What follows belongs to an exercise in optimizing a design on an open flow for small area, a short achievable clock period and few clock cycles per item; a production flow would make more cautious choices.
RTL that was checked went through simulation tests only; none was proved equivalent to the original.
Power and IR drop assume default switching activity.

// inline_markup_style_parser_core
module inline_markup_style_parser_core (
	input  wire logic        clk,
	input  wire logic        arst_n,
	input  wire logic        items_valid,
	output logic             items_ready,
	input  wire logic [15:0] items_code,
	input  wire logic [1:0]  items_kind,
	output logic             results_valid,
	input  wire logic        results_ready,
	output logic [1:0]       results_event_res,
	output logic [15:0]      results_char_out,
	output logic             results_bold,
	output logic             results_italic,
	output logic             results_underline,
	output logic             results_strike,
	output logic             results_last
);
export LEC_CHECK = 0
export CAP_MARGIN = 20
export CORE_MARGIN = 2
export CORE_UTILIZATION = 60
export SLEW_MARGIN = 20
create_clock -name core_clock -period 11.0 [get_ports {clk}]
standard.sh (not shown) runs the stock make flow with config.mk's settings and CLKGATE_MAP_FILE= SYNTH_SCRIPT=/design/flow/synth_recipe.tcl, a recipe that flattens the netlist after the stock synthesis.
==> flow/flow/run.sh <==
#!/bin/bash
# Standard synthesis, unchanged; then the standard ORFS layout steps with
# plain port buffers, no dummy clock loads, and timing repair aimed below
# the clock period (a smaller aim in the floorplan step than later).
set -euo pipefail
B="BUFFER_PORTS_ARGS=-buffer_cell sky130_fd_sc_hd__buf_2"
C="CTS_ARGS=-sink_clustering_enable -repair_clock_nets -dont_use_dummy_load"
bash standard.sh synth > synth.log 2>&1
bash standard.sh "$B" "$C" SETUP_SLACK_MARGIN=5 floorplan > floorplan.log 2>&1
bash standard.sh "$B" "$C" SETUP_SLACK_MARGIN=7.9 finish > layout.log 2>&1
The first run passed the timing, design-rule and antenna checks.
Next try:
==> flow/flow/run.sh (replaced) <==
#!/bin/bash
# Standard synthesis, unchanged; then the standard ORFS layout steps with
# the settings below.
set -euo pipefail
bash standard.sh synth > synth.log 2>&1
bash standard.sh \
  BUFFER_PORTS_ARGS=-buffer_cell\ sky130_fd_sc_hd__buf_2 \
  SETUP_SLACK_MARGIN=7.9 \
  CTS_ARGS=-sink_clustering_enable\ -repair_clock_nets\ -dont_use_dummy_load\ -sink_clustering_size\ 24\ -sink_clustering_max_diameter\ 300\ -sink_clustering_levels\ 1\ -buf_list\ sky130_fd_sc_hd__clkbuf_16\ -root_buf\ sky130_fd_sc_hd__clkbuf_16 \
  finish > layout.log 2>&1
Wire length goes down by a few percent.
Worst setup slack barely changes.
Sequential share of layout area goes down by 1.3 points.
Hold slack is about the same.
Clock skew falls by 16 ps.
Power came out higher by roughly a tenth.
Non-clock buffer count increases by 4.
Combinational power grows by a few percent.
Area after synthesis stays the same.
Synthesized cell count is unchanged.
No run of this note included a check of the RTL's function; only the layout flow was run.

---

Another version of the RTL of inline_markup_style_parser_core (not shown whole).
Size in the first run: ~390 cells after synthesis.
make LEC_CHECK=0 CAP_MARGIN=20 CORE_MARGIN=2 CORE_UTILIZATION=40 SLEW_MARGIN=20 finish   # period 11.0 ns
run.sh (not shown) runs the stock make flow with config.mk's settings and CLKGATE_MAP_FILE= SYNTH_SCRIPT=/design/flow/synth_recipe.tcl, a recipe that flattens the netlist after the stock synthesis.
Stock flow here: none of the scripts above is used.
The first run completed with no timing, DRC or antenna violations.
Next try:
==> flow/flow/run.sh (new file) <==
#!/bin/bash
# Standard synthesis unchanged, then the standard layout steps with plain
# buffers (instead of delay cells) on the ports.
set -euo pipefail
bash standard.sh synth > synth.log 2>&1
bash standard.sh "BUFFER_PORTS_ARGS=-buffer_cell sky130_fd_sc_hd__buf_2" finish > layout.log 2>&1
==> flow/standard.sh (new file) <==
#!/bin/bash
# synth_recipe.tcl (not shown) runs the flow's synth.tcl, then flattens the netlist and writes it again
# the make line also repeats each setting of config.mk as NAME=value (left out here)
make -C /OpenROAD-flow-scripts/flow DESIGN_CONFIG=/design/flow/config.mk WORK_HOME=/design/flow/orfs CLKGATE_MAP_FILE= SYNTH_SCRIPT=/design/flow/synth_recipe.tcl "${@:-finish}"
removed: flow/run.sh
Outcome: The new run ran to the end with no violations; clock skew is higher by 0.0057 ns; non-clock buffer count stays the same; worst setup slack gains 0.38 ns; count of clock-buffer cells in the layout does not change; routed wire length goes down by 1.6%; power went down by 1.3%; fmax goes up by 8.9%; final area fell by 4.2%.
No run of this note included a check of the RTL's function; only the layout flow was run.

---

Another version of the RTL of inline_markup_style_parser_core (not shown whole).
Size in the first run: roughly 370 cells after synthesis, about 80 flip-flops, ~47 I/O pins.
Settings: LEC_CHECK=0, CAP_MARGIN=20, CORE_MARGIN=2, CORE_UTILIZATION=60, SLEW_MARGIN=20; clock period 11.0 ns.
standard.sh (not shown) runs the stock make flow with config.mk's settings and CLKGATE_MAP_FILE= SYNTH_SCRIPT=/design/flow/synth_recipe.tcl, a recipe that flattens the netlist after the stock synthesis.
==> flow/flow/run.sh <==
#!/bin/bash
# Standard synthesis, unchanged; then the standard ORFS layout steps with
# the settings below.
set -euo pipefail
bash standard.sh synth > synth.log 2>&1
bash standard.sh \
  BUFFER_PORTS_ARGS=-buffer_cell\ sky130_fd_sc_hd__buf_2 \
  SETUP_SLACK_MARGIN=7.9 \
  CTS_ARGS=-sink_clustering_enable\ -repair_clock_nets\ -sink_clustering_size\ 40\ -sink_clustering_max_diameter\ 80\ -dont_use_dummy_load \
  finish > layout.log 2>&1
Testbench counts at the start, summed over its fixed seeds: cycles 40,978, items 40,240.
Rerun with:
==> flow/flow/run.sh (replaced) <==
#!/bin/bash
# Standard synthesis, unchanged; then the standard ORFS layout steps with
# plain buffers on the ports and timing repair aimed below the clock period.
set -euo pipefail
bash standard.sh synth > synth.log 2>&1
bash standard.sh \
  "BUFFER_PORTS_ARGS=-buffer_cell sky130_fd_sc_hd__buf_2" \
  "SETUP_SLACK_MARGIN=7.5" \
  finish > layout.log 2>&1
What happened: The changed run completed without violations. Worst setup slack gets worse by 0.25 ns. Design area goes down by 2.1%. Synthesized area stays the same. Non-clock buffer count goes down by 6.
Rerun with:
--- a/flow/flow/run.sh
+++ b/flow/flow/run.sh
@@ -8 +8 @@
-  "SETUP_SLACK_MARGIN=7.5" \
+  "SETUP_SLACK_MARGIN=7.9" \
Outcome: The changed run completed without violations; clock power shrinks by roughly a tenth; fmax rose by a little under a tenth; count of clock-buffer cells in the layout does not change; core utilization climbs by 3.5 points; non-clock buffer count went up by 12.
Rerun with:
==> flow/flow/run.sh (replaced) <==
#!/bin/bash
# Standard synthesis, unchanged; then the standard ORFS layout steps with
# the settings below.
set -euo pipefail
bash standard.sh synth > synth.log 2>&1
bash standard.sh \
  BUFFER_PORTS_ARGS=-buffer_cell\ sky130_fd_sc_hd__buf_2 \
  SETUP_SLACK_MARGIN=7.9 \
  finish > layout.log 2>&1
- CTS_CLUSTER_DIAMETER: default -> 60
- CTS_CLUSTER_SIZE: default -> 30
Outcome: The new run completed with no timing, DRC or antenna violations; via count stays the same; design area does not change; die area is unchanged; global-route usage is unchanged; maximum frequency does not change.

[port drivers added, routing unchanged]
No port has a modelled driver above. Below, the same layouts with a new extraction and two added sets of constraints.
Step 1 sets driving cells, clkbuf_16 on the clock port and buf_2 on the other inputs (assumed; they add their load-dependent delay and slew).
Step 2 times the ports against the registers' clock, not the clock port: input delays grow and output delays shrink by t, the midpoint of the rising clock arrivals with the driver on.
a / b / c = ideal ports / drivers / drivers and shift; a / b = the first two.
run | t, ns | slack for setup (ns) | latest minus earliest clock arrival (ns)
the first run of note 1 | 0.367 | 7.909 / 7.896 / 7.535 | 0.033 / 0.033
the second run of note 1 | 0.355 | 7.908 / 7.893 / 7.538 | 0.018 / 0.018
the first run of note 2 | 0.386 | 6.314 / 6.319 / 5.933 | 0.009 / 0.009
the second run of note 2 | 0.383 | 6.696 / 6.704 / 6.321 | 0.015 / 0.015
the first run of note 3 | 0.374 | 7.891 / 7.885 / 7.511 | 0.026 / 0.026
the second run of note 3 | 0.384 | 7.639 / 7.639 / 7.272 | 0.008 / 0.008
the third run of note 3 | 0.384 | 7.888 / 7.858 / 7.569 | 0.010 / 0.010
the fourth run of note 3 | 0.384 | 7.888 / 7.858 / 7.569 | 0.010 / 0.010
After both steps setup and hold are still met in every run listed. For the first run of note 2, which loses most, drivers alone change the setup slack by +0.005 ns; drivers and shift together by -0.381 ns.
